This is an optimization exercise on Yosys and OpenROAD, whose aim is small area, a short achievable clock period and few clock cycles per item, not a production implementation.
Where RTL was checked, it was by simulation tests only, not by an equivalence proof against the original.
No functional check of the RTL was part of runs 1 to 3.
The clock port is modelled as an ideal driver; clocking choices that lean on that would not hold on a real chip.
Power and IR drop assume default switching activity.

## flow/design.v

```verilog
package softreg_pkg;
	localparam int SR_ADDR_W = 32;
	localparam int SR_DATA_W = 32;
	localparam int SR_REQ_W = 1 + 1 + SR_ADDR_W + SR_DATA_W;
	localparam int NUM_APPS     = 4;
	localparam int REGS_PER_APP = 4;
	localparam int APP_SEL_LSB  = 4;
	localparam int APP_SEL_W    = $clog2(NUM_APPS);
	localparam int REG_IDX_LSB  = 2;
	localparam int REG_IDX_W    = $clog2(REGS_PER_APP);
	localparam int REQ_PIPE_STAGES  = 2;
	localparam int RESP_PIPE_STAGES = 2;
	localparam logic [1:0] AXI_RESP_OKAY = 2'b00;
	typedef enum logic {
		SR_OP_WRITE,
		SR_OP_READ
	} sr_op_t;
	typedef enum logic [2:0] {
		ST_IDLE,
		ST_ISSUE_WR,
		ST_WR_RESP,
		ST_ISSUE_RD,
		ST_WAIT_RD,
		ST_RD_RESP
	} bridge_state_t;
	typedef struct packed {
		logic                 valid;
		logic [SR_DATA_W-1:0] data;
	} sr_resp_t;
endpackage
`timescale 1ns/1ns
module stage_pipe #(
	parameter int WIDTH  = 1,
	parameter int STAGES = 2
) (
	input  logic             global_clk,
	input  logic             global_rst_n,
	input  logic [WIDTH-1:0] in_bus,
	output logic [WIDTH-1:0] out_bus
);
	logic [WIDTH-1:0] stage_q [STAGES];
	always_ff @(posedge global_clk) begin
		if (global_rst_n) begin
			for (int i = 0; i < STAGES; i++) begin
				stage_q[i] <= '0;
			end
		end else begin
			stage_q[0] <= in_bus;
			for (int i = 1; i < STAGES; i++) begin
				stage_q[i] <= stage_q[i-1];
			end
		end
	end
	assign out_bus = stage_q[STAGES-1];
endmodule
`timescale 1ns/1ns
import softreg_pkg::*;
module scratch_app #(
	parameter int APP_ID = 0
) (
	input  logic                                global_clk,
	input  logic                                global_rst_n,
	input  logic                                req_valid,
	input  softreg_pkg::sr_op_t                 req_op,
	input  logic [softreg_pkg::SR_ADDR_W-1:0]   req_addr,
	input  logic [softreg_pkg::SR_DATA_W-1:0]   req_data,
	output softreg_pkg::sr_resp_t               resp
);
	logic [SR_DATA_W-1:0] regs_q [REGS_PER_APP];
	logic [APP_SEL_W-1:0] app_sel;
	logic [REG_IDX_W-1:0] reg_idx;
	logic                 hit;
	assign app_sel = req_addr[APP_SEL_LSB +: APP_SEL_W];
	assign reg_idx = req_addr[REG_IDX_LSB +: REG_IDX_W];
	assign hit     = req_valid && (app_sel == APP_SEL_W'(APP_ID));
	always_ff @(posedge global_clk) begin
		if (global_rst_n) begin
			for (int i = 0; i < REGS_PER_APP; i++) begin
				regs_q[i] <= '0;
			end
			resp <= '0;
		end else begin
			if (hit && req_op == SR_OP_WRITE) begin
				regs_q[reg_idx] <= req_data;
			end
			if (hit && req_op == SR_OP_READ) begin
				resp.valid <= 1'b1;
				resp.data  <= regs_q[reg_idx];
			end else begin
				resp <= '0;
			end
		end
	end
endmodule
`timescale 1ns/1ns
module sr_nand2 (
	input  logic a,
	input  logic b,
	output logic y
);
	assign y = !(a && b);
endmodule
module sr_aoi22 (
	input  logic a1,
	input  logic a2,
	input  logic b1,
	input  logic b2,
	output logic y
);
	assign y = !((a1 && a2) || (b1 && b2));
endmodule
module sr_ao31 (
	input  logic a1,
	input  logic a2,
	input  logic a3,
	input  logic b,
	output logic y
);
	assign y = (a1 && a2 && a3) || b;
endmodule
module sr_nand3 (
	input  logic a,
	input  logic b,
	input  logic c,
	output logic y
);
	assign y = !(a && b && c);
endmodule
module resp_or_tree (
	input  logic [15:0] d,
	input  logic [3:0]  lo,
	input  logic [3:0]  hi,
	input  logic        q,
	input  logic        hold,
	output logic        y
);
	logic [7:0] pair_n;
	logic [3:0] grp;
	logic [2:0] top_n;
	for (genvar i = 0; i < 8; i++) begin : g_pair
		sr_aoi22 u_aoi (
			.a1 (d[2*i]),
			.a2 (lo[(2*i) % 4]),
			.b1 (d[2*i+1]),
			.b2 (lo[(2*i+1) % 4]),
			.y  (pair_n[i])
		);
	end
	for (genvar j = 0; j < 4; j++) begin : g_grp
		sr_nand2 u_nand (
			.a (pair_n[2*j]),
			.b (pair_n[2*j+1]),
			.y (grp[j])
		);
	end
	for (genvar i = 0; i < 2; i++) begin : g_top
		sr_aoi22 u_aoi (
			.a1 (grp[2*i]),
			.a2 (hi[2*i]),
			.b1 (grp[2*i+1]),
			.b2 (hi[2*i+1]),
			.y  (top_n[i])
		);
	end
	sr_nand2 u_hold (
		.a (q),
		.b (hold),
		.y (top_n[2])
	);
	sr_nand3 u_out (
		.a (top_n[0]),
		.b (top_n[1]),
		.c (top_n[2]),
		.y (y)
	);
endmodule
`timescale 1ns/1ns
import softreg_pkg::*;
module axil_softreg_bridge (
	input  logic                              global_clk,
	input  logic                              global_rst_n,
	input  logic                              awvalid,
	input  logic [softreg_pkg::SR_ADDR_W-1:0] awaddr,
	output logic                              awready,
	input  logic                              wvalid,
	input  logic [softreg_pkg::SR_DATA_W-1:0] wdata,
	output logic                              wready,
	output logic                              bvalid,
	output logic [1:0]                        bresp,
	input  logic                              bready,
	input  logic                              arvalid,
	input  logic [softreg_pkg::SR_ADDR_W-1:0] araddr,
	output logic                              arready,
	output logic                              rvalid,
	output logic [softreg_pkg::SR_DATA_W-1:0] rdata,
	output logic [1:0]                        rresp,
	input  logic                              rready,
	output logic                              req_valid,
	output softreg_pkg::sr_op_t               req_op,
	output logic [softreg_pkg::SR_ADDR_W-1:0] req_addr,
	output logic [softreg_pkg::SR_DATA_W-1:0] req_data,
	input  softreg_pkg::sr_resp_t             resp
);
	softreg_pkg::bridge_state_t        state;
	softreg_pkg::bridge_state_t        state_nxt;
	logic                 wr_pending;
	logic                 wr_accept;
	logic                 rd_accept;
	logic [SR_ADDR_W-1:0] addr_q;
	logic [SR_DATA_W-1:0] data_q;
	logic [SR_DATA_W-1:0] rdata_q;
	assign wr_pending = awvalid && wvalid;
	assign awready = (state == ST_IDLE);
	assign wready  = (state == ST_IDLE);
	assign arready = (state == ST_IDLE) && !wr_pending;
	assign wr_accept = awready && wr_pending;
	assign rd_accept = arready && arvalid;
	assign bvalid = (state == ST_WR_RESP);
	assign bresp  = AXI_RESP_OKAY;
	assign rvalid = (state == ST_RD_RESP);
	assign rresp  = AXI_RESP_OKAY;
	assign rdata  = rdata_q;
	assign req_valid = (state == ST_ISSUE_WR) || (state == ST_ISSUE_RD);
	assign req_op    = (state == ST_ISSUE_RD) ? SR_OP_READ : SR_OP_WRITE;
	assign req_addr  = addr_q;
	assign req_data  = data_q;
	always_comb begin
		state_nxt = state;
		case (state)
			ST_IDLE: begin
				if (wr_accept) begin
					state_nxt = ST_ISSUE_WR;
				end else if (rd_accept) begin
					state_nxt = ST_ISSUE_RD;
				end
			end
			ST_ISSUE_WR: state_nxt = ST_WR_RESP;
			ST_WR_RESP: begin
				if (bready) begin
					state_nxt = ST_IDLE;
				end
			end
			ST_ISSUE_RD: state_nxt = ST_WAIT_RD;
			ST_WAIT_RD: begin
				if (resp.valid) begin
					state_nxt = ST_RD_RESP;
				end
			end
			ST_RD_RESP: begin
				if (rready) begin
					state_nxt = ST_IDLE;
				end
			end
			default: state_nxt = ST_IDLE;
		endcase
	end
	always_ff @(posedge global_clk) begin
		if (global_rst_n) begin
			state   <= ST_IDLE;
			rdata_q <= '0;
		end else begin
			state <= state_nxt;
			if (state == ST_WAIT_RD && resp.valid) begin
				rdata_q <= resp.data;
			end
		end
	end
	always_ff @(posedge global_clk) begin
		if (wr_accept) begin
			addr_q <= awaddr;
			data_q <= wdata;
		end else if (rd_accept) begin
			addr_q <= araddr;
		end
	end
endmodule
`timescale 1ns/1ns
import softreg_pkg::*;
module app_shell_top (
	input  logic                                global_clk,
	input  logic                                global_rst_n,
	input  logic                                awvalid,
	input  logic [softreg_pkg::SR_ADDR_W-1:0]   awaddr,
	output logic                                awready,
	input  logic                                wvalid,
	input  logic [softreg_pkg::SR_DATA_W-1:0]   wdata,
	input  logic [softreg_pkg::SR_DATA_W/8-1:0] wstrb,
	output logic                                wready,
	output logic                                bvalid,
	output logic [1:0]                          bresp,
	input  logic                                bready,
	input  logic                                arvalid,
	input  logic [softreg_pkg::SR_ADDR_W-1:0]   araddr,
	output logic                                arready,
	output logic                                rvalid,
	output logic [softreg_pkg::SR_DATA_W-1:0]   rdata,
	output logic [1:0]                          rresp,
	input  logic                                rready
);
	localparam int NREGS = NUM_APPS * REGS_PER_APP;
	localparam int IDX_W = APP_SEL_W + REG_IDX_W;
	logic                 rst;
	logic                 ready_q;
	logic                 wr_acc;
	logic                 rd_acc;
	logic [IDX_W-1:0]     wr_idx;
	logic [SR_DATA_W-1:0] regs_q [NREGS];
	logic [SR_DATA_W-1:0] wr_data;
	localparam int HALF_W = SR_DATA_W / 2;
	logic [NREGS-1:0][1:0]   wr_en;
	logic [REGS_PER_APP-1:0] wr_lo;
	logic [NUM_APPS-1:0]     wr_hi;
	logic                 b1_q;
	logic                 b2_q;
	logic                 b1_nxt;
	logic                 b2_nxt;
	logic                 rvalid_q;
	logic [SR_DATA_W-1:0] rdata_q;
	logic                 sk_v_q;
	logic [REGS_PER_APP-1:0] sk_lo_q;
	logic [NUM_APPS-1:0]     sk_hi_q;
	logic [NUM_APPS-1:0]     rd_hi_any;
	logic                 sk_v_nxt;
	logic                 r_free;
	logic                 r_load;
	logic [IDX_W-1:0]     ar_idx;
	logic [REGS_PER_APP-1:0] rd_lo;
	logic [NUM_APPS-1:0]     rd_hi;
	logic [SR_DATA_W-1:0] rd_mux;
	assign rst = global_rst_n;
	assign awready = ready_q;
	assign wready  = ready_q;
	assign arready = ready_q;
	assign bvalid  = b1_q;
	assign bresp   = AXI_RESP_OKAY;
	assign rvalid  = rvalid_q;
	assign rdata   = rdata_q;
	assign rresp   = AXI_RESP_OKAY;
	assign wr_acc = ready_q && awvalid && wvalid;
	assign rd_acc = ready_q && arvalid;
	assign wr_idx = awaddr[REG_IDX_LSB +: IDX_W];
	assign wr_data = rst ? '0 : wdata;
	always_comb begin
		for (int k = 0; k < REGS_PER_APP; k++) begin
			wr_lo[k] = wr_idx[REG_IDX_W-1:0] == REG_IDX_W'(k);
		end
		for (int j = 0; j < NUM_APPS; j++) begin
			wr_hi[j] = wr_idx[IDX_W-1:REG_IDX_W] == APP_SEL_W'(j);
		end
	end
	for (genvar i = 0; i < NREGS; i++) begin : g_wr_en
		for (genvar h = 0; h < 2; h++) begin : g_half
			sr_ao31 u_en (
				.a1 (wr_lo[i % REGS_PER_APP]),
				.a2 (wr_hi[i / REGS_PER_APP]),
				.a3 (wr_acc),
				.b  (rst),
				.y  (wr_en[i][h])
			);
		end
	end
	always_ff @(posedge global_clk) begin
		for (int i = 0; i < NREGS; i++) begin
			for (int h = 0; h < 2; h++) begin
				if (wr_en[i][h]) begin
					regs_q[i][h*HALF_W +: HALF_W] <= wr_data[h*HALF_W +: HALF_W];
				end
			end
		end
	end
	assign b1_nxt = wr_acc || b2_q || (b1_q && !bready);
	assign b2_nxt = (b2_q || (b1_q && wr_acc)) && !bready;
	assign r_free   = !rvalid_q || rready;
	assign ar_idx   = araddr[REG_IDX_LSB +: IDX_W];
	assign r_load   = (sk_v_q || rd_acc) && r_free;
	assign sk_v_nxt = (sk_v_q || rd_acc) && !r_free;
	always_comb begin
		for (int k = 0; k < REGS_PER_APP; k++) begin
			rd_lo[k] = (ready_q && ar_idx[REG_IDX_W-1:0] == REG_IDX_W'(k))
				|| sk_lo_q[k];
		end
		for (int j = 0; j < NUM_APPS; j++) begin
			rd_hi_any[j] = (ready_q && ar_idx[IDX_W-1:REG_IDX_W] == APP_SEL_W'(j))
				|| sk_hi_q[j];
			rd_hi[j] = r_free && rd_hi_any[j];
		end
	end
	for (genvar b = 0; b < SR_DATA_W; b++) begin : g_rd_bit
		logic [NREGS-1:0] col;
		for (genvar i = 0; i < NREGS; i++) begin : g_col
			assign col[i] = regs_q[i][b];
		end
		resp_or_tree u_merge (
			.d    (col),
			.lo   (rd_lo),
			.hi   (rd_hi),
			.q    (rdata_q[b]),
			.hold (!r_free),
			.y    (rd_mux[b])
		);
	end
	always_ff @(posedge global_clk) begin
		rdata_q <= rd_mux;
	end
	always_ff @(posedge global_clk) begin
		if (rst) begin
			ready_q  <= 1'b1;
			b1_q     <= 1'b0;
			b2_q     <= 1'b0;
			rvalid_q <= 1'b0;
			sk_v_q   <= 1'b0;
			sk_lo_q  <= '0;
			sk_hi_q  <= '0;
		end else begin
			ready_q  <= !sk_v_nxt && !b2_nxt;
			b1_q     <= b1_nxt;
			b2_q     <= b2_nxt;
			rvalid_q <= r_load || (rvalid_q && !rready);
			sk_v_q   <= sk_v_nxt;
			sk_lo_q  <= sk_v_nxt ? rd_lo : '0;
			sk_hi_q  <= sk_v_nxt ? rd_hi_any : '0;
		end
	end
endmodule
```

## flow/flow/run.sh

```bash
#!/bin/bash
# Standard ORFS layout, with these knobs changed: port buffers are buf_4
# rather than the platform's pick; timing repair may resize a cell to any
# footprint; clock tree synthesis adds no dummy loads; before floorplan,
# flow/pre_floorplan.tcl sets the read-merge a22oi cells to their smallest
# size and the write-enable and write-decode gates to size 4; after clock tree synthesis, flow/post_cts.tcl runs more setup
# repair in steps. The full
# make output goes to standard_flow.log here; each ORFS step also keeps its
# own log under orfs/logs/.
set -euo pipefail
bash standard.sh MATCH_CELL_FOOTPRINT=0 \
	"BUFFER_PORTS_ARGS=-buffer_cell sky130_fd_sc_hd__buf_4" \
	"CTS_ARGS=-sink_clustering_enable -repair_clock_nets -sink_clustering_size 24 -sink_clustering_max_diameter 60 -buf_list {sky130_fd_sc_hd__clkbuf_8 sky130_fd_sc_hd__clkbuf_16} -dont_use_dummy_load" \
	"PRE_FLOORPLAN_TCL=$PWD/flow/pre_floorplan.tcl" \
	"POST_CTS_TCL=$PWD/flow/post_cts.tcl" \
	finish > standard_flow.log 2>&1
```

## flow/flow/post_cts.tcl

```tcl
# Extra setup repair after clock tree synthesis. The resizer works on the
# worst endpoint first and stops when it cannot improve it, which leaves
# the other endpoints short of the target; raising the margin in steps
# brings every endpoint up to each level before the next.
foreach margin {1.2 1.5 1.7 1.8 1.85 1.9 1.95 2.0 2.05 2.1} {
  repair_timing -setup -setup_margin $margin -repair_tns 100
}
detailed_placement
check_placement -verbose
estimate_parasitics -placement
report_worst_slack -max
```

## flow/flow/pre_floorplan.tcl

```tcl
# Synthesis maps each two-term AND-OR-invert of the read-data merge onto
# a22oi_2; start them all at a22oi_1 and let timing repair size up only
# the ones that need it.
set small [[ord::get_db] findMaster sky130_fd_sc_hd__a22oi_1]
set n 0
foreach inst [[ord::get_db_block] getInsts] {
  if { [[$inst getMaster] getName] eq "sky130_fd_sc_hd__a22oi_2" } {
    $inst swapMaster $small
    incr n
  }
}
puts "pre_floorplan: $n a22oi_2 cells set to a22oi_1"

# The write enables are a31o cells, two per register, each driving half a
# word of enable pins. Set them, and the decode gates that drive their A1
# and A2 inputs (eight enables each), to drive strength 4.
set db [ord::get_db]
set up 0
foreach inst [[ord::get_db_block] getInsts] {
  if { ![string match "sky130_fd_sc_hd__a31o_*" [[$inst getMaster] getName]] } { continue }
  set drivers [list $inst]
  foreach pin {A1 A2} {
    set net [[$inst findITerm $pin] getNet]
    if { $net eq "NULL" } { continue }
    foreach it [$net getITerms] {
      if { [$it isOutputSignal] } { lappend drivers [$it getInst] }
    }
  }
  foreach drv $drivers {
    set name [[$drv getMaster] getName]
    if { [regexp {^(sky130_fd_sc_hd__[a-z0-9]+)_[0-9]+$} $name -> base] } {
      set big [$db findMaster ${base}_4]
      if { $big ne "NULL" && $name ne "${base}_4" } {
        $drv swapMaster $big
        incr up
      }
    }
  }
}
puts "pre_floorplan: $up write-enable and write-decode cells set to size 4"
```

## flow/standard.sh

```bash
#!/bin/bash
# synth_recipe.tcl (not shown) runs the flow's synth.tcl, then flattens the netlist and writes it again
# the make line also repeats each setting of config.mk as NAME=value (left out here)
make -C /OpenROAD-flow-scripts/flow DESIGN_CONFIG=/design/flow/config.mk WORK_HOME=/design/flow/orfs CLKGATE_MAP_FILE= SYNTH_SCRIPT=/design/flow/synth_recipe.tcl "${@:-finish}"
```

## flow/config.mk

```make
export PLATFORM = sky130hd
export DESIGN_NAME = app_shell_top
export DESIGN_NICKNAME = app_shell_top
export VERILOG_FILES = /design/flow/design.v
export SDC_FILE = /design/flow/constraint.sdc
export NUM_CORES = 4
export LEC_CHECK = 0
export CAP_MARGIN = 20
export CORE_MARGIN = 2
export CORE_UTILIZATION = 40
export CTS_BUF_LIST = sky130_fd_sc_hd__clkbuf_16
export CTS_CLUSTER_DIAMETER = 60
export CTS_CLUSTER_SIZE = 24
export SETUP_SLACK_MARGIN = 2.0
export SLEW_MARGIN = 20
export SYNTH_HIERARCHICAL = 1
```

## flow/constraint.sdc

```tcl
create_clock -name core_clock -period 4.0 [get_ports {global_clk}]
set_input_delay 0.8000 -clock core_clock [delete_from_list [all_inputs] [get_ports {global_clk}]]
set_output_delay 0.8000 -clock core_clock [all_outputs]
set_load 0.01 [all_outputs]
```

==> run summary, run 1 <==
Filler Cell Count=roughly 4400; layout cells sized above 1=17.54%; pwr/cell area=479.7 nW/um^2; worst skew pair latency=just under 0.6 ns; first-pass GRT wire length=77200 um; Ant. Diodes=0; Final Slew Violations=0; crit path kind=register to register; RSZ-0062 raised after global routing=no; hold_sp=rdata_q[3]; DRC Markers=0; pin count of the biggest net entering global routing=51; first-iteration detailed-routing DRC count=1186; flop2flop setup slack=2.05 ns; Routed WL=53640 um; Max-Cap Viols=0; Setup Viol. Count Final=0; Critical Path RT=4.44 ns; CTS clk-pin slew, worst paths=0.08 ns; Reg2Reg Depth=7; status=complete, no violations; Top Metal Used=met5; crit end category=register; metal2 WL=25340 um; Post-Syn Instances=1197; Chip Height=231.4 um; WHS=~0.48 ns; Via density=5.827; worst r2r dst=rdata_q[22]; Critical R2R Launch=ready_q; Fin Setup TNS=0 ns; leakage=0.008478 uW; die width=231.4 um; DIE AREA=53560 um^2; vias=11770; gpl congestion=between 0.7 and 0.8; total gr overflow=0; Final ANT Viol Nets=0; final worst path period share=around 50%; Slew headroom=between 30% and 40%; antenna violations before repair=2; clock skew=around 0.065 ns; hpwl dp=~25000 um; Hold Path Sink=rdata_q[3]; Max VDD drop=approximately 300 uV; CP Max Fanout=24; Starting Density=between 40% and 50%; GRT Overall Usage=19.89%; WL/cell=26.55 um; hold path depth=2; Fin. Hold Viols=0; Nets=1449; fmax=about 510 MHz; Worst Path Arrival=approximately 2.4 ns; CTS tree=built; Hold Crit Class=register to register; vias in the first global route=11420; port bufs=83; Sink Count=roughly 560; io pins=148; met1 WL=22540 um; row cnt=83; core footprint=51200 um^2; Startpoint Class=register; DRT Pass-1 Iters=5; met3 wire len=4087 um; Synth Warn #=8; Worst-Margin Slew=1.034 ns; fin crit period=1.952 ns
-- how the worst max path moves through the flow --
stage                       startpoint       endpoint  slack (ns)  cells after the start
after floorplan                 rready     rdata_q[0]        1.71                      5
after global placement       araddr[2]    rdata_q[24]        1.17                      8
after detailed placement     araddr[2]    rdata_q[31]        1.15                      8
after global routing      global_rst_n  regs_q[9][12]        2.00                      3
final                          ready_q    rdata_q[22]        2.05                      7
-- stage by stage --
stage / setup WS (ns) / instance area, um^2 / power [uW] / utilization [%] / cells
floorplan: 1.710 / 20790 / 7517 / - / 1200
global placement: 1.172 / 22370 / 7975 / 43.70 / 1966
detailed placement: 1.155 / 22370 / 8009 / 43.70 / 1966
global route: 2.002 / 23650 / 11730 / 46.18 / 2020
finish: 2.048 / 23650 / 11340 / 46.18 / 2020
-- layout make-up --
type	instances	area (um^2)	share of cell area, %
clock buffers	37	925.9	3.916
inverters	8	41.29	0.1746
well taps	680	850.8	3.598
repair buffers	107	982.2	4.154
flip-flops and latches	557	16290	68.89
multi-input cells	631	4556	19.27
-- per-layer routing --
metal / track usage, % / up-vias
met3: 3.494 / 99
met4: 6.169 / 4
li1: - / 5202
met1: 27.66 / 5975
met2: 31.93 / 491
met5: 0 / -
-- placed cells by master, fill, tap and decap left out, drive strengths merged, types with 4 or more instances in the layout --
| master | instances |
|---|---|
| a31o | 34 |
| a22oi | 320 |
| a211oi | 6 |
| edfxtp | 512 |
| nand3b | 4 |
| and2b | 4 |
| conb | 4 |
| nand2 | 169 |
| dfxtp | 45 |
| inv | 5 |
| buf | 104 |
| nor2b | 33 |
| nor2 | 5 |
| clkbuf | 40 |
| a21oi | 5 |
| nand3 | 32 |
-- registers in the layout, indices dropped and copies added (netlist names) --
register,cells
sk_lo_q,4
sk_hi_q,4
rdata_q,32
rvalid_q,1
regs_q,512
b1_q,1
ready_q,1
sk_v_q,1
b2_q,1
-- power by group --
| part | internal, uW | switching (uW) |
|---|---|---|
| registers | 6760 | 115 |
| clock network | 1640 | 1770 |
| logic | 345 | 710 |
-- critical path: stages (launching register included) --
cell and delay [ns]:
dfxtp_4 0.40, or3b_4 0.29, buf_4 0.22, nand2_8 0.20, a22oi_1 0.22, nand2_1 0.07
a22oi_1 0.29, nand3_1 0.14
==> inputs of run 2 (changes only) <==
--- a/flow/flow/run.sh
+++ b/flow/flow/run.sh
@@ -3,7 +3,8 @@
 # rather than the platform's pick; timing repair may resize a cell to any
 # footprint; clock tree synthesis adds no dummy loads; before floorplan,
 # flow/pre_floorplan.tcl sets the read-merge a22oi cells to their smallest
-# size and the write-enable and write-decode gates to size 4; after clock tree synthesis, flow/post_cts.tcl runs more setup
+# size, the write-enable and write-decode gates to size 4 and the
+# write-data gates to size 2; after clock tree synthesis, flow/post_cts.tcl runs more setup
 # repair in steps. The full
 # make output goes to standard_flow.log here; each ORFS step also keeps its
 # own log under orfs/logs/.
--- a/flow/flow/pre_floorplan.tcl
+++ b/flow/flow/pre_floorplan.tcl
@@ -38,3 +38,26 @@
   }
 }
 puts "pre_floorplan: $up write-enable and write-decode cells set to size 4"
+
+# Each bit of the shared write data (masked by the reset) drives that bit
+# of all sixteen registers: start its gate at drive strength 2.
+set up 0
+foreach inst [[ord::get_db_block] getInsts] {
+  if { ![string match "sky130_fd_sc_hd__edfxtp_*" [[$inst getMaster] getName]] } { continue }
+  if { ![string match "regs_q*" [$inst getName]] } { continue }
+  set net [[$inst findITerm D] getNet]
+  if { $net eq "NULL" } { continue }
+  foreach it [$net getITerms] {
+    if { ![$it isOutputSignal] } { continue }
+    set drv [$it getInst]
+    set name [[$drv getMaster] getName]
+    if { [regexp {^(sky130_fd_sc_hd__[a-z0-9]+)_1$} $name -> base] } {
+      set big [$db findMaster ${base}_2]
+      if { $big ne "NULL" } {
+        $drv swapMaster $big
+        incr up
+      }
+    }
+  }
+}
+puts "pre_floorplan: $up write-data gates set to size 2"
==> run summary, run 2 <==
Worst Path Arrival=around 2.1 ns; Ant. Diodes=0; Multi-input gate area=4569 um^2; CP Max Fanout=33; pwr/cell area=roughly 480 nW/um^2; io pins=148; DRT Pass-1 Iters=5; leakage=0.008483 uW; final worst path period share=49.20%; crit end category=register; Sink Count=557; fin crit period=between 1.5 and 2 ns; met1 GRT Util=27.28%; Critical R2R Launch=ready_q; hpwl dp=~26000 um; Critical Path RT=4.17 ns; first-pass GRT wire length=about 77000 um; port bufs=83; Max VDD drop=306.5 uV; Via density=5.759; grt peak-use layer=met2; Synth Warn #=8; total gr overflow=0; Post-Syn Instances=1197; crit path kind=register to register; gpl congestion=roughly 0.7; pin count of the biggest net entering global routing=53; Fin Setup TNS=0 ns; Slew headroom=53.48%; layout cells sized above 1=19.48%; antenna violations before repair=5; vias in the first global route=11360; vias=11660; Max-Cap Viols=0; Worst-Margin Slew=0.6977 ns; Starting Density=40.47%; Nets=1454; DRC Markers=0; Startpoint Class=register; DIE AREA=53740 um^2; hold_sp=rdata_q[27]; Hold Crit Class=register to register; area taken by flip-flops and latches=~16000 um^2; Chip Height=231.8 um; CTS tree=built; fmax=508.2 MHz; Fin. Hold Viols=0; grt met3 use=under 10%; CP Launch Point=ready_q; RSZ-0062 raised after global routing=yes; GRT met2 Usage=31.76%; Regs by FF count=regs_q (512), rdata_q (32); worst skew pair latency=0.58 ns; clock skew=0.05718 ns; Final ANT Viol Nets=0; GRT Overall Usage=between 10% and 20%; Final Slew Violations=0; first-iteration detailed-routing DRC count=1373; die width=231.8 um; CTS clk-pin slew, worst paths=0.08 ns; Routed WL=53120 um; Filler Cell Count=4484; core footprint=between 50000 and 60000 um^2; status=complete, no violations; most frequent cells in the layout=edfxtp_1 (512), a22oi_1 (320), nand2_1 (160); Largest register FFs=512; commonest non-fill, non-tap cell in the layout=edfxtp_1; row cnt=between 80 and 90; Biggest register=regs_q; WL/cell=26.23 um; Setup Viol. Count Final=0; total chip power=between 10000 and 15000 uW
==> run 2: cell types whose count changed in the layout (fill, tap and decap cells not counted), moves of 2 or more <==
cell	previous run	this run
buf_4	90	104
clkbuf_16	39	36
buf_12	6	4
buf_16	2	0
nor2b_2	8	28
nor2b_1	21	1
==> run 2: worst max-delay path: stages, from the launching register on <==
cell     delay [ns]
dfxtp_4        0.43
and3_4         0.58
a31o_4         0.54
==> run 2: area by class of cell <==
class,instances,share of cell area [%]
sequential,557,68.99
clock buffer,36,3.815
tap,680,3.603
timing repair buffer,116,4.053
multi-input combinational,628,19.35
inverter,8,0.1907
==> run 2: layer usage <==
metal	wire length (um)	vias to the layer above
li1	-	5208
met1	22900	5970
met2	25430	394
met3	3357	82
met4	1368	8
met5	54	-
==> run 2: report_power, final <==
part,switching (uW),total [uW],leakage (uW),internal [uW]
Clock,1800,3410,0.000444,1600
Combinational,699,1040,0.00237,342
Sequential,116,6880,0.00567,6760
Total,2620,11300,0.00848,8700
==> run 2: final timing paths <==
path	end	slack, ns	depth (start not counted)
worst max-delay path	regs_q[8][2]	2.03	2
worst min-delay path	rdata_q[27]	0.48	2
worst max register to register	regs_q[8][2]	2.03	2
worst min register to register	rdata_q[27]	0.48	2
==> run 2: metrics by stage <==
step | hold WS, ns | cells | util (%) | cell area [um^2] | setup WS, ns
2_1_floorplan | 0.4529 | 1200 | - | 20860 | 1.710
3_3_place_gp | 0.4575 | 1973 | 43.78 | 22460 | 1.112
3_5_place_dp | 0.4671 | 1973 | 43.78 | 22460 | 1.117
5_1_grt | 0.5012 | 2025 | 46.03 | 23610 | 1.954
6_report | 0.4790 | 2025 | 46.03 | 23610 | 2.032
==> inputs of run 3 (changes only) <==
--- a/flow/flow/run.sh
+++ b/flow/flow/run.sh
@@ -1,5 +1,5 @@
 #!/bin/bash
-# Standard ORFS layout, with these knobs changed: port buffers are buf_4
+# Standard ORFS layout, with these knobs changed: port buffers are buf_2
 # rather than the platform's pick; timing repair may resize a cell to any
 # footprint; clock tree synthesis adds no dummy loads; before floorplan,
 # flow/pre_floorplan.tcl sets the read-merge a22oi cells to their smallest
@@ -10,7 +10,7 @@
 # own log under orfs/logs/.
 set -euo pipefail
 bash standard.sh MATCH_CELL_FOOTPRINT=0 \
-	"BUFFER_PORTS_ARGS=-buffer_cell sky130_fd_sc_hd__buf_4" \
+	"BUFFER_PORTS_ARGS=-buffer_cell sky130_fd_sc_hd__buf_2" \
 	"CTS_ARGS=-sink_clustering_enable -repair_clock_nets -sink_clustering_size 24 -sink_clustering_max_diameter 60 -buf_list {sky130_fd_sc_hd__clkbuf_8 sky130_fd_sc_hd__clkbuf_16} -dont_use_dummy_load" \
 	"PRE_FLOORPLAN_TCL=$PWD/flow/pre_floorplan.tcl" \
 	"POST_CTS_TCL=$PWD/flow/post_cts.tcl" \
==> run summary, run 3 <==
Chip Height=between 200 and 250 um; Hold Crit Class=register to register; Worst path depth=1; GRT Overall Usage=between 10% and 20%; Max VDD drop=332.5 uV; Fin Setup TNS=0 ns; Filler Cell Count=4463; grt peak-use layer=met2; Regs by FF count=regs_q (512), rdata_q (32); worst r2r dst=rdata_q[3]; die width=~230 um; CTS clk-pin slew, worst paths=0.06 ns; pin count of the biggest net entering global routing=66; Starting Density=between 40% and 50%; core footprint=51300 um^2; antenna violations before repair=4; Max-Cap Viols=0; Post-Syn Instances=1197; Nets=1456; CP Launch Point=ready_q; Critical Path RT=3.20 ns; WL/cell=26.45 um; status=complete, no violations; fmax=512.8 MHz; port bufs=83; flop2flop setup slack=2.09 ns; crit path kind=register to output port; gpl congestion=between 0.6 and 0.7; Biggest register=regs_q; total gr overflow=0; Worst Path Arrival=approximately 1.2 ns; vias=11600; Final Slew Violations=0; worst skew pair latency=0.58 ns; Startpoint Class=register; GRT met2 Usage=33.01%; slowest cell on the critical path=dfxtp_4; Routed WL=around 54000 um; row cnt=83; crit end category=output port; Final ANT Viol Nets=0; met1 GRT Util=27.01%; CP max stage delay=about 0.45 ns; Fin. Hold Viols=0; RSZ-0062 raised after global routing=yes; first-iteration detailed-routing DRC count=1205; first-pass GRT wire length=76620 um; Critical R2R Launch=ready_q; DRC Markers=0; worst path cell trace=buf_2; pwr/cell area=478.9 nW/um^2; most frequent cells in the layout=edfxtp_1 (512), a22oi_1 (320), nand2_1 (160); vias in the first global route=between 10000 and 15000; DRT Pass-1 Iters=5; Synth Warn #=8; layout cells sized above 1=19.52%; Reg2Reg Depth=6; clock skew=0.04753 ns; fin crit period=1.950 ns; Worst Setup EP=awready; CP Max Fanout=15; Sink Count=557; DIE AREA=~54000 um^2; Slew headroom=52.08%; CTS tree=built; Worst-Margin Slew=0.7188 ns; Finished Core Util=roughly 46%; Via density=5.717; Setup Viol. Count Final=0; CP Buf/Inv Count=1; hpwl dp=around 25000 um; io pins=148; leakage=0.008462 uW; commonest non-fill, non-tap cell in the layout=edfxtp_1; grt met3 use=2.984%; Largest register FFs=512; kind of cell adding the most delay to the critical path=flip-flops; final worst path period share=between 40% and 50%
run 3: layout make-up:
cell class | count | area [um^2] | area share [%]
Sequential cell | 557 | 16290 | 69.28
Multi-Input combinational cell | 630 | 4571 | 19.44
Clock buffer | 36 | 900.9 | 3.831
Timing Repair Buffer | 116 | 852.1 | 3.624
Tap cell | 680 | 850.8 | 3.618
Inverter | 8 | 45.04 | 0.1916
Antenna cell | 2 | 5.005 | 0.02128
run 3: how the worst min path moves through the flow:
stage                           start          end  slack, ns  depth (start not counted)
final                      rdata_q[2]   rdata_q[2]       0.47                          2
after global routing      rdata_q[18]  rdata_q[18]       0.49                          2
after detailed placement   rdata_q[7]   rdata_q[7]       0.46                          2
after global placement    rdata_q[27]  rdata_q[27]       0.45                          2
after floorplan                  b2_q         b2_q       0.45                          2
run 3: metal layers:
layer | routed length [um] | vias to the layer above
met1 | 22590 | 5885
met4 | 1102 | 4
met3 | 3652 | 58
met5 | 25 | -
met2 | 26300 | 448
li1 | - | 5204
run 3: power breakdown:
group / total, uW / switching (uW) / internal [uW] / leakage [uW]
Sequential: 6870 / 110 / 6760 / 0.00567
Combinational: 1030 / 712 / 315 / 0.00235
Clock: 3360 / 1760 / 1600 / 0.000444
run 3: tightest hold or removal path: stages, from the launching register on:
cell     delay (ns)
dfxtp_1        0.32
nand2_1        0.06
nand3_1        0.07
run 3: stage by stage:
step / std cells / power, uW / hold slack, ns / area [um^2] / setup slack (ns)
5_1_grt: 2027 / 11640 / 0.4930 / 23510 / 1.976
3_3_place_gp: 1969 / 7939 / 0.4485 / 22250 / 1.202
6_report: 2029 / 11260 / 0.4706 / 23510 / 2.050
2_1_floorplan: 1200 / 7523 / 0.4529 / 20860 / 1.710
3_5_place_dp: 1969 / 7968 / 0.4551 / 22250 / 1.179
==> inputs of run 4 (changes only) <==
--- a/flow/design.v
+++ b/flow/design.v
@@ -317,9 +317,7 @@
 	logic                 rvalid_q;
 	logic [SR_DATA_W-1:0] rdata_q;
 	logic                 sk_v_q;
-	logic [REGS_PER_APP-1:0] sk_lo_q;
-	logic [NUM_APPS-1:0]     sk_hi_q;
-	logic [NUM_APPS-1:0]     rd_hi_any;
+	logic [IDX_W-1:0]     sk_idx_q;
 	logic                 sk_v_nxt;
 	logic                 r_free;
 	logic                 r_load;
@@ -377,12 +375,11 @@
 	always_comb begin
 		for (int k = 0; k < REGS_PER_APP; k++) begin
 			rd_lo[k] = (ready_q && ar_idx[REG_IDX_W-1:0] == REG_IDX_W'(k))
-				|| sk_lo_q[k];
+				|| (sk_v_q && sk_idx_q[REG_IDX_W-1:0] == REG_IDX_W'(k));
 		end
 		for (int j = 0; j < NUM_APPS; j++) begin
-			rd_hi_any[j] = (ready_q && ar_idx[IDX_W-1:REG_IDX_W] == APP_SEL_W'(j))
-				|| sk_hi_q[j];
-			rd_hi[j] = r_free && rd_hi_any[j];
+			rd_hi[j] = r_free && ((ready_q && ar_idx[IDX_W-1:REG_IDX_W] == APP_SEL_W'(j))
+				|| (sk_v_q && sk_idx_q[IDX_W-1:REG_IDX_W] == APP_SEL_W'(j)));
 		end
 	end
 	for (genvar b = 0; b < SR_DATA_W; b++) begin : g_rd_bit
@@ -401,6 +398,9 @@
 	end
 	always_ff @(posedge global_clk) begin
 		rdata_q <= rd_mux;
+		if (!sk_v_q) begin
+			sk_idx_q <= ar_idx;
+		end
 	end
 	always_ff @(posedge global_clk) begin
 		if (rst) begin
@@ -409,16 +409,12 @@
 			b2_q     <= 1'b0;
 			rvalid_q <= 1'b0;
 			sk_v_q   <= 1'b0;
-			sk_lo_q  <= '0;
-			sk_hi_q  <= '0;
 		end else begin
 			ready_q  <= !sk_v_nxt && !b2_nxt;
 			b1_q     <= b1_nxt;
 			b2_q     <= b2_nxt;
 			rvalid_q <= r_load || (rvalid_q && !rready);
 			sk_v_q   <= sk_v_nxt;
-			sk_lo_q  <= sk_v_nxt ? rd_lo : '0;
-			sk_hi_q  <= sk_v_nxt ? rd_hi_any : '0;
 		end
 	end
 endmodule
--- a/flow/flow/run.sh
+++ b/flow/flow/run.sh
@@ -1,5 +1,5 @@
 #!/bin/bash
-# Standard ORFS layout, with these knobs changed: port buffers are buf_2
+# Standard ORFS layout, with these knobs changed: port buffers are buf_4
 # rather than the platform's pick; timing repair may resize a cell to any
 # footprint; clock tree synthesis adds no dummy loads; before floorplan,
 # flow/pre_floorplan.tcl sets the read-merge a22oi cells to their smallest
@@ -10,7 +10,7 @@
 # own log under orfs/logs/.
 set -euo pipefail
 bash standard.sh MATCH_CELL_FOOTPRINT=0 \
-	"BUFFER_PORTS_ARGS=-buffer_cell sky130_fd_sc_hd__buf_2" \
+	"BUFFER_PORTS_ARGS=-buffer_cell sky130_fd_sc_hd__buf_4" \
 	"CTS_ARGS=-sink_clustering_enable -repair_clock_nets -sink_clustering_size 24 -sink_clustering_max_diameter 60 -buf_list {sky130_fd_sc_hd__clkbuf_8 sky130_fd_sc_hd__clkbuf_16} -dont_use_dummy_load" \
 	"PRE_FLOORPLAN_TCL=$PWD/flow/pre_floorplan.tcl" \
 	"POST_CTS_TCL=$PWD/flow/post_cts.tcl" \
==> run summary, run 4 <==
Worst-Margin Slew=0.6626 ns; grt met3 use=between 3 and 4%; total gr overflow=0; CTS tree=built; Chip Height=231.1 um; flop2flop setup slack=2.10 ns; design area=~24000 um^2; CP Max Fanout=32; final worst path period share=47.61%; WL/cell=27.55 um; Fin. Hold Viols=0; GRT Overall Usage=20.64%; vias in the first global route=11470; Final Slew Violations=0; crit end category=register; status=complete, no violations; DIE AREA=53400 um^2; Max VDD drop=314.8 uV; io pins=148; Post-Syn Instances=1185; Startpoint Class=register; grt peak-use layer=met2; Nets=1443; worst skew pair latency=approximately 0.55 ns; commonest non-fill, non-tap cell in the layout=edfxtp_1; most frequent cells in the layout=edfxtp_1 (516), a22oi_1 (320), nand2_1 (162); Synth Warn #=8; die width=~230 um; Reg2Reg Depth=8; Regs by FF count=regs_q (512), rdata_q (32), sk_idx_q (4); DRC Markers=0; placed cell area=22320 um^2; Sink Count=553; Via density=5.866; hold path depth=1; first-iteration detailed-routing DRC count=between 1000 and 1500; vias=~12000; pwr/cell area=478.1 nW/um^2; Critical Path RT=between 4 and 5 ns; Routed WL=about 56000 um; DRT Pass-1 Iters=5; core footprint=51200 um^2; Filler Cell Count=4369; Largest register FFs=512; hold_sp=araddr[3]; crit path kind=register to register; Biggest register=regs_q; Max-Cap Viols=0; leakage=0.008523 uW; worst r2r dst=rdata_q[2]; Setup Viol. Count Final=0; layout cells sized above 1=a little under a fifth; RSZ-0062 raised after global routing=no; hpwl dp=about 24000 um; fin crit period=between 1.5 and 2 ns; total chip power=11300 uW; Fin Setup TNS=0 ns; Critical R2R Launch=sk_v_q; Worst Path Arrival=2.33 ns; fmax=about 530 MHz; Final ANT Viol Nets=0; WHS=0.4741 ns; antenna violations before repair=3; gpl congestion=~0.7; Starting Density=40.29%; GRT met2 Usage=32.17%; port bufs=83; pin count of the biggest net entering global routing=49; Hold Crit Class=input pin to register; row cnt=83; CTS clk-pin slew, worst paths=0.09 ns; met1 GRT Util=29.27%; clock skew=~0.050 ns; Hold Path Sink=sk_idx_q[1]; Slew headroom=55.83%; first-pass GRT wire length=between 70000 and 80000 um
run 4: power breakdown:
part           internal [uW]  switching, uW  leakage (uW)  total (uW)
combinational            365            732       0.00244        1100
clock                   1600           1760      0.000444        3360
sequential              6730            115       0.00564        6840
total                   8690           2610       0.00852       11300
run 4: critical path: stages, from the launching register on:
cell	delay, ns
dfxtp_1	0.38
or2b_4	0.26
o22ai_4	0.07
buf_12	0.15
clkbuf_16	0.22
a22oi_1	0.20
nand2_1	0.07
a22oi_1	0.27
nand3_1	0.13
run 4: worst max-delay path by stage:
stage | startpoint | slack (ns) | cells past startpoint | to
floorplan | araddr[3] | 0.85 | 6 | rdata_q[10]
global placement | rready | 1.33 | 7 | rdata_q[2]
detailed placement | rready | 1.30 | 7 | rdata_q[2]
global route | sk_v_q | 2.01 | 7 | rdata_q[26]
finish | sk_v_q | 2.10 | 8 | rdata_q[2]
run 4: cell type report:
type                       count  area, um^2  area share (%)
sequential                   553       16240           68.74
tap                          680       850.8           3.601
multi-input combinational    620        4433           18.76
timing repair buffer         120        1177           4.983
antenna                        1       2.502         0.01059
inverter                       5       21.27         0.09001
clock buffer                  36       900.9           3.812
run 4: routing by layer:
| layer | share of wire (%) | up-vias |
|---|---|---|
| li1 | - | 5155 |
| met1 | 42 | 5991 |
| met2 | 46 | 551 |
| met3 | 8.5 | 117 |
| met4 | 3.3 | 6 |
| met5 | 0.070 | - |
run 4: through the flow:
stage / utilization, % / setup WS, ns / cells
after detailed placement: 43.59 / 1.303 / 1954
after global placement: 43.59 / 1.330 / 1954
after global routing: 46.15 / 2.008 / 2014
final: 46.15 / 2.096 / 2015
after floorplan: - / 0.8539 / 1188
Testbench counts of run 4, summed over its fixed seeds: cycles 4,808, txns 4,800.
==> inputs of run 5 (changes only) <==
--- a/flow/flow/run.sh
+++ b/flow/flow/run.sh
@@ -3,8 +3,7 @@
 # rather than the platform's pick; timing repair may resize a cell to any
 # footprint; clock tree synthesis adds no dummy loads; before floorplan,
 # flow/pre_floorplan.tcl sets the read-merge a22oi cells to their smallest
-# size, the write-enable and write-decode gates to size 4 and the
-# write-data gates to size 2; after clock tree synthesis, flow/post_cts.tcl runs more setup
+# size and the write-enable and write-decode gates to size 4; after clock tree synthesis, flow/post_cts.tcl runs more setup
 # repair in steps. The full
 # make output goes to standard_flow.log here; each ORFS step also keeps its
 # own log under orfs/logs/.
--- a/flow/flow/pre_floorplan.tcl
+++ b/flow/flow/pre_floorplan.tcl
@@ -38,26 +38,3 @@
   }
 }
 puts "pre_floorplan: $up write-enable and write-decode cells set to size 4"
-
-# Each bit of the shared write data (masked by the reset) drives that bit
-# of all sixteen registers: start its gate at drive strength 2.
-set up 0
-foreach inst [[ord::get_db_block] getInsts] {
-  if { ![string match "sky130_fd_sc_hd__edfxtp_*" [[$inst getMaster] getName]] } { continue }
-  if { ![string match "regs_q*" [$inst getName]] } { continue }
-  set net [[$inst findITerm D] getNet]
-  if { $net eq "NULL" } { continue }
-  foreach it [$net getITerms] {
-    if { ![$it isOutputSignal] } { continue }
-    set drv [$it getInst]
-    set name [[$drv getMaster] getName]
-    if { [regexp {^(sky130_fd_sc_hd__[a-z0-9]+)_1$} $name -> base] } {
-      set big [$db findMaster ${base}_2]
-      if { $big ne "NULL" } {
-        $drv swapMaster $big
-        incr up
-      }
-    }
-  }
-}
-puts "pre_floorplan: $up write-data gates set to size 2"
==> run summary, run 5 <==
most frequent cells in the layout=edfxtp_1 (516), a22oi_1 (319), nand2_1 (162); Via density=5.818; Largest register FFs=512; WHS=0.4771 ns; Startpoint Class=register; final worst path period share=around 47%; Routed WL=55290 um; port bufs=83; Final Slew Violations=0; Synth Warn #=8; pin count of the biggest net entering global routing=68; Sink Count=553; Regs by FF count=regs_q (512), rdata_q (32), sk_idx_q (4); io pins=between 100 and 150; clock skew=0.06818 ns; first-pass GRT wire length=77430 um; Slew headroom=34.48%; DRT Pass-1 Iters=5; gpl congestion=just over 0.7; hpwl dp=23460 um; WL/cell=27.55 um; CTS tree=built; die width=230.7 um; commonest non-fill, non-tap cell in the layout=edfxtp_1; CTS clk-pin slew, worst paths=roughly 0.050 ns; Fin. Hold Viols=0; status=complete, no violations; vias in the first global route=between 10000 and 15000; Worst Path Arrival=2.35 ns; CP Max Fanout=32; crit end category=register; fmax=529.5 MHz; vias=11680; worst skew pair latency=around 0.58 ns; Post-Syn Instances=about 1200; Fin Setup TNS=0 ns; GRT Overall Usage=20.32%; layout cells sized above 1=16.65%; first-iteration detailed-routing DRC count=1392; DIE AREA=roughly 53000 um^2; RSZ-0062 raised after global routing=no; Setup Viol. Count Final=0; crit path kind=register to register; DRC Markers=0; Final ANT Viol Nets=0; Ant. Diodes=0; Nets=1436; row cnt=83; Biggest register=regs_q; antenna violations before repair=4; Starting Density=40.24%; Hold Crit Class=input pin to register; pwr/cell area=478.7 nW/um^2; leakage=between 0.008 and 0.009 uW; Max-Cap Viols=0; Max VDD drop=302.6 uV; Worst-Margin Slew=0.9808 ns; core footprint=51090 um^2; total gr overflow=0; Chip Height=around 230 um; fin crit period=1.888 ns; Critical Path RT=4.46 ns
run 5: path summary, 6_finish.rpt:
kind,endpoint,slack (ns),cells after the start,startpoint
worst max-delay path,rdata_q[11],2.11,8,sk_v_q
worst min-delay path,sk_idx_q[2],0.48,1,araddr[4]
worst max register to register,rdata_q[11],2.11,8,sk_v_q
worst min register to register,rdata_q[17],0.48,2,rdata_q[17]
run 5: area by class of cell:
class	instances	area, um^2
Timing Repair Buffer	114	1107
Fill cell	4412	27600
Multi-Input combinational cell	620	4389
Inverter	5	18.77
Sequential cell	553	16250
Tap cell	680	850.8
Clock buffer	35	875.8
run 5: critical path: stages (launching register included):
cell and delay [ns]:
dfxtp_1 0.46, or2b_4 0.34, o22ai_4 0.16, buf_4 0.15, clkbuf_16 0.24, a22oi_1 0.12
nand2_1 0.09, a22oi_1 0.10, nand3_1 0.13
run 5: per-stage QoR:
step / power [uW] / cells / setup WS [ns] / instance area, um^2 / utilization (%)
after global placement: 7938 / 1953 / 1.508 / 22250 / 43.54
after global routing: 11610 / 2007 / 2.005 / 23500 / 45.98
after floorplan: 7487 / 1188 / 0.8539 / 20640 / -
final: 11250 / 2007 / 2.112 / 23500 / 45.98
after detailed placement: 7971 / 1953 / 1.396 / 22250 / 43.54
run 5: power breakdown:
group / leakage [uW] / internal (uW) / total [uW] / switching, uW
logic: 0.00239 / 353 / 1080 / 722
clock network: 0.000431 / 1560 / 3330 / 1770
registers: 0.00564 / 6730 / 6850 / 117
total: 0.00846 / 8640 / 11200 / 2610
run 5: routing by layer:
metal / GRT usage, % / up-vias / wire, um
met3: 3.619 / 109 / 3695
met1: 27.38 / 5970 / 23410
met2: 33.76 / 444 / 26630
met5: 0 / - / 46
li1: - / 5145 / -
met4: 6.089 / 8 / 1507
==> inputs of run 6 (changes only) <==
--- a/flow/flow/run.sh
+++ b/flow/flow/run.sh
@@ -1,5 +1,5 @@
 #!/bin/bash
-# Standard ORFS layout, with these knobs changed: port buffers are buf_4
+# Standard ORFS layout, with these knobs changed: port buffers are buf_2
 # rather than the platform's pick; timing repair may resize a cell to any
 # footprint; clock tree synthesis adds no dummy loads; before floorplan,
 # flow/pre_floorplan.tcl sets the read-merge a22oi cells to their smallest
@@ -9,7 +9,7 @@
 # own log under orfs/logs/.
 set -euo pipefail
 bash standard.sh MATCH_CELL_FOOTPRINT=0 \
-	"BUFFER_PORTS_ARGS=-buffer_cell sky130_fd_sc_hd__buf_4" \
+	"BUFFER_PORTS_ARGS=-buffer_cell sky130_fd_sc_hd__buf_2" \
 	"CTS_ARGS=-sink_clustering_enable -repair_clock_nets -sink_clustering_size 24 -sink_clustering_max_diameter 60 -buf_list {sky130_fd_sc_hd__clkbuf_8 sky130_fd_sc_hd__clkbuf_16} -dont_use_dummy_load" \
 	"PRE_FLOORPLAN_TCL=$PWD/flow/pre_floorplan.tcl" \
 	"POST_CTS_TCL=$PWD/flow/post_cts.tcl" \
==> run summary, run 6 <==
CTS clk-pin slew, worst paths=0.06 ns; CP max stage delay=0.77 ns; most frequent cells in the layout=edfxtp_1 (516), a22oi_1 (320), nand2_1 (162); worst path cell trace=buf_6, buf_4, nor2b_1; Ant. Diodes=0; vias in the first global route=11370; status=complete, no violations; fmax=524.8 MHz; crit end category=register; Hold Crit Class=register to register; kind of cell adding the most delay to the critical path=simple AND/OR/NAND/NOR gates; hpwl dp=23850 um; CTS tree=built; sequential fraction of design power=around three fifths; die width=230.7 um; switching power=2590 uW; WHS=0.4645 ns; Fin Setup TNS=0 ns; hold_sp=rdata_q[19]; DIE AREA=53230 um^2; vias=11740; clock skew=approximately 0.070 ns; worst skew pair latency=0.58 ns; Worst Path Arrival=2.13 ns; CP Max Fanout=41; Critical R2R Launch=sk_v_q; Critical Path RT=4.23 ns; core footprint=51090 um^2; Largest register FFs=512; Chip Height=230.7 um; Multi-input gate area=4369 um^2; DRT Pass-1 Iters=6; WL/cell=roughly 27 um; crit path kind=input pin to register; Hold Path Sink=rdata_q[19]; leakage=0.008416 uW; Final ANT Viol Nets=0; Final Slew Violations=0; total gr overflow=0; Fin. Hold Viols=0; area taken by flip-flops and latches=roughly 16000 um^2; pwr/cell area=approximately 480 nW/um^2; RSZ-0062 raised after global routing=yes; clock power share=29.8%; hold path depth=2; Synth Warn #=8; flop2flop setup slack=between 2 and 2.5 ns; commonest non-fill, non-tap cell in the layout=edfxtp_1; Biggest register=regs_q; Routed WL=54660 um; Setup Viol. Count Final=0; antenna violations before repair=3; Starting Density=40.24%; Combinational Power Share=9.3%; Max-Cap Viols=0; Worst-Margin Slew=1.063 ns; DRC Markers=0; io pins=148; gpl congestion=0.7099; pin count of the biggest net entering global routing=65; Post-Syn Instances=1185; Regs by FF count=regs_q (512), rdata_q (32), sk_idx_q (4); Max VDD drop=260.2 uV; Via density=just under 6; internal power=~8700 uW; CP Buf/Inv Count=2; Startpoint Class=input pin; Filler Cell Count=4441; final worst path period share=47.64%; Sw Share=23.04%; port bufs=83; first-pass GRT wire length=78200 um; first-iteration detailed-routing DRC count=1384; Nets=1436; fin crit period=1.906 ns; GRT Overall Usage=20.54%; layout cells sized above 1=15.98%; Sink Count=553; slowest cell on the critical path=nor2b_1; Slew headroom=28.99%; Reg2Reg Depth=8; row cnt=between 80 and 90; total chip power=approximately 11000 uW; worst r2r dst=rdata_q[2]
-- run 6: cell types whose count changed in the layout (fill, tap and decap cells not counted), moves of 3 or more --
cell and delta:
buf_2 +75, buf_4 -82, nor2b_1 +6, nor2b_2 -6
buf_6 +5, buf_12 +3
-- run 6: final cells by class --
| type | count | share of cell area, % |
|---|---|---|
| multi-input combinational | 620 | 18.73 |
| clock buffer | 36 | 3.861 |
| tap | 680 | 3.647 |
| inverter | 5 | 0.08044 |
| sequential | 553 | 69.64 |
| timing repair buffer | 113 | 4.043 |
-- run 6: metal layers --
metal / vias up / GRT usage (%) / part of all wire (%)
li1: 5148 / - / -
met1: 5985 / 28.21 / 42
met2: 508 / 33.57 / 48
met3: 97 / 3.693 / 7.5
met4: 6 / 5.968 / 2.6
met5: - / 0 / 0.068
-- run 6: worst reg2reg max path, stage by stage, from the launching register on --
cell and delay, ns:
dfxtp_1 0.46, or2b_4 0.33, o22ai_4 0.14, buf_12 0.16
buf_6 0.38, a22oi_1 0.13, nand2_1 0.11, a22oi_1 0.08
nand3_1 0.09
-- run 6: worst max-delay path by stage --
stage          slack (ns)  cells after the start        endpoint         start
2_1_floorplan        0.85                      6     rdata_q[10]     araddr[3]
3_3_place_gp         1.49                      8     rdata_q[18]     araddr[3]
3_5_place_dp         1.45                      8     rdata_q[24]     araddr[3]
5_1_grt              2.00                      7      rdata_q[8]        sk_v_q
6_report             2.09                      3  regs_q[13][26]  global_rst_n
-- run 6: power groups by stage --
stage / combinational (uW) / sequential (uW) / clock (uW)
after global routing: 1120 / 6880 / 3610
final: 1050 / 6850 / 3350
after detailed placement: 957 / 6970 / 0
after floorplan: 525 / 6960 / 0
after global placement: 944 / 6950 / 0
-- run 6: through the flow --
| stage | cell area [um^2] | setup slack, ns | instances | utilization [%] |
|---|---|---|---|---|
| 3_5_place_dp | 22050 | 1.446 | 1953 | 43.16 |
| 3_3_place_gp | 22050 | 1.488 | 1953 | 43.16 |
| 2_1_floorplan | 20640 | 0.8539 | 1188 | - |
| 6_report | 23330 | 2.094 | 2007 | 45.67 |
| 5_1_grt | 23330 | 1.997 | 2007 | 45.67 |

static timing again, ports no longer ideal:
Ports are ideal in the flow. The routed layouts listed here were re-timed in OpenROAD. Step 1 assumes that a clkbuf_16 drives the clock port and a buf_2 every other input. Step 2 adds t to the input delays and takes it off the output delays; t is the mean of the earliest and latest rising clock arrival at the registers after step 1. Input paths then give back, and output paths get back, about the clock's delay inside the block. a / b / c = ideal ports / drivers / drivers and shift; a / b = the first two.
| run | shift t [ns] | setup slack, ns | worst setup path at the end |
|---|---|---|---|
| run 1 | 0.603 | 2.048 / 2.007 / 1.465 | input to register |
| run 2 | 0.607 | 2.032 / 2.025 / 1.515 | input to register |
| run 3 | 0.604 | 2.050 / 1.995 / 1.533 | input to register |
| run 4 | 0.580 | 2.096 / 2.051 / 1.615 | input to register |
| run 5 | 0.599 | 2.112 / 2.067 / 1.588 | input to register |
| run 6 | 0.599 | 2.094 / 2.055 / 1.521 | input to register |
After both steps setup and hold are still met in every run listed. The setup slack of run 1, which loses most, moves by -0.041 ns with the drivers and by -0.583 ns with both steps.
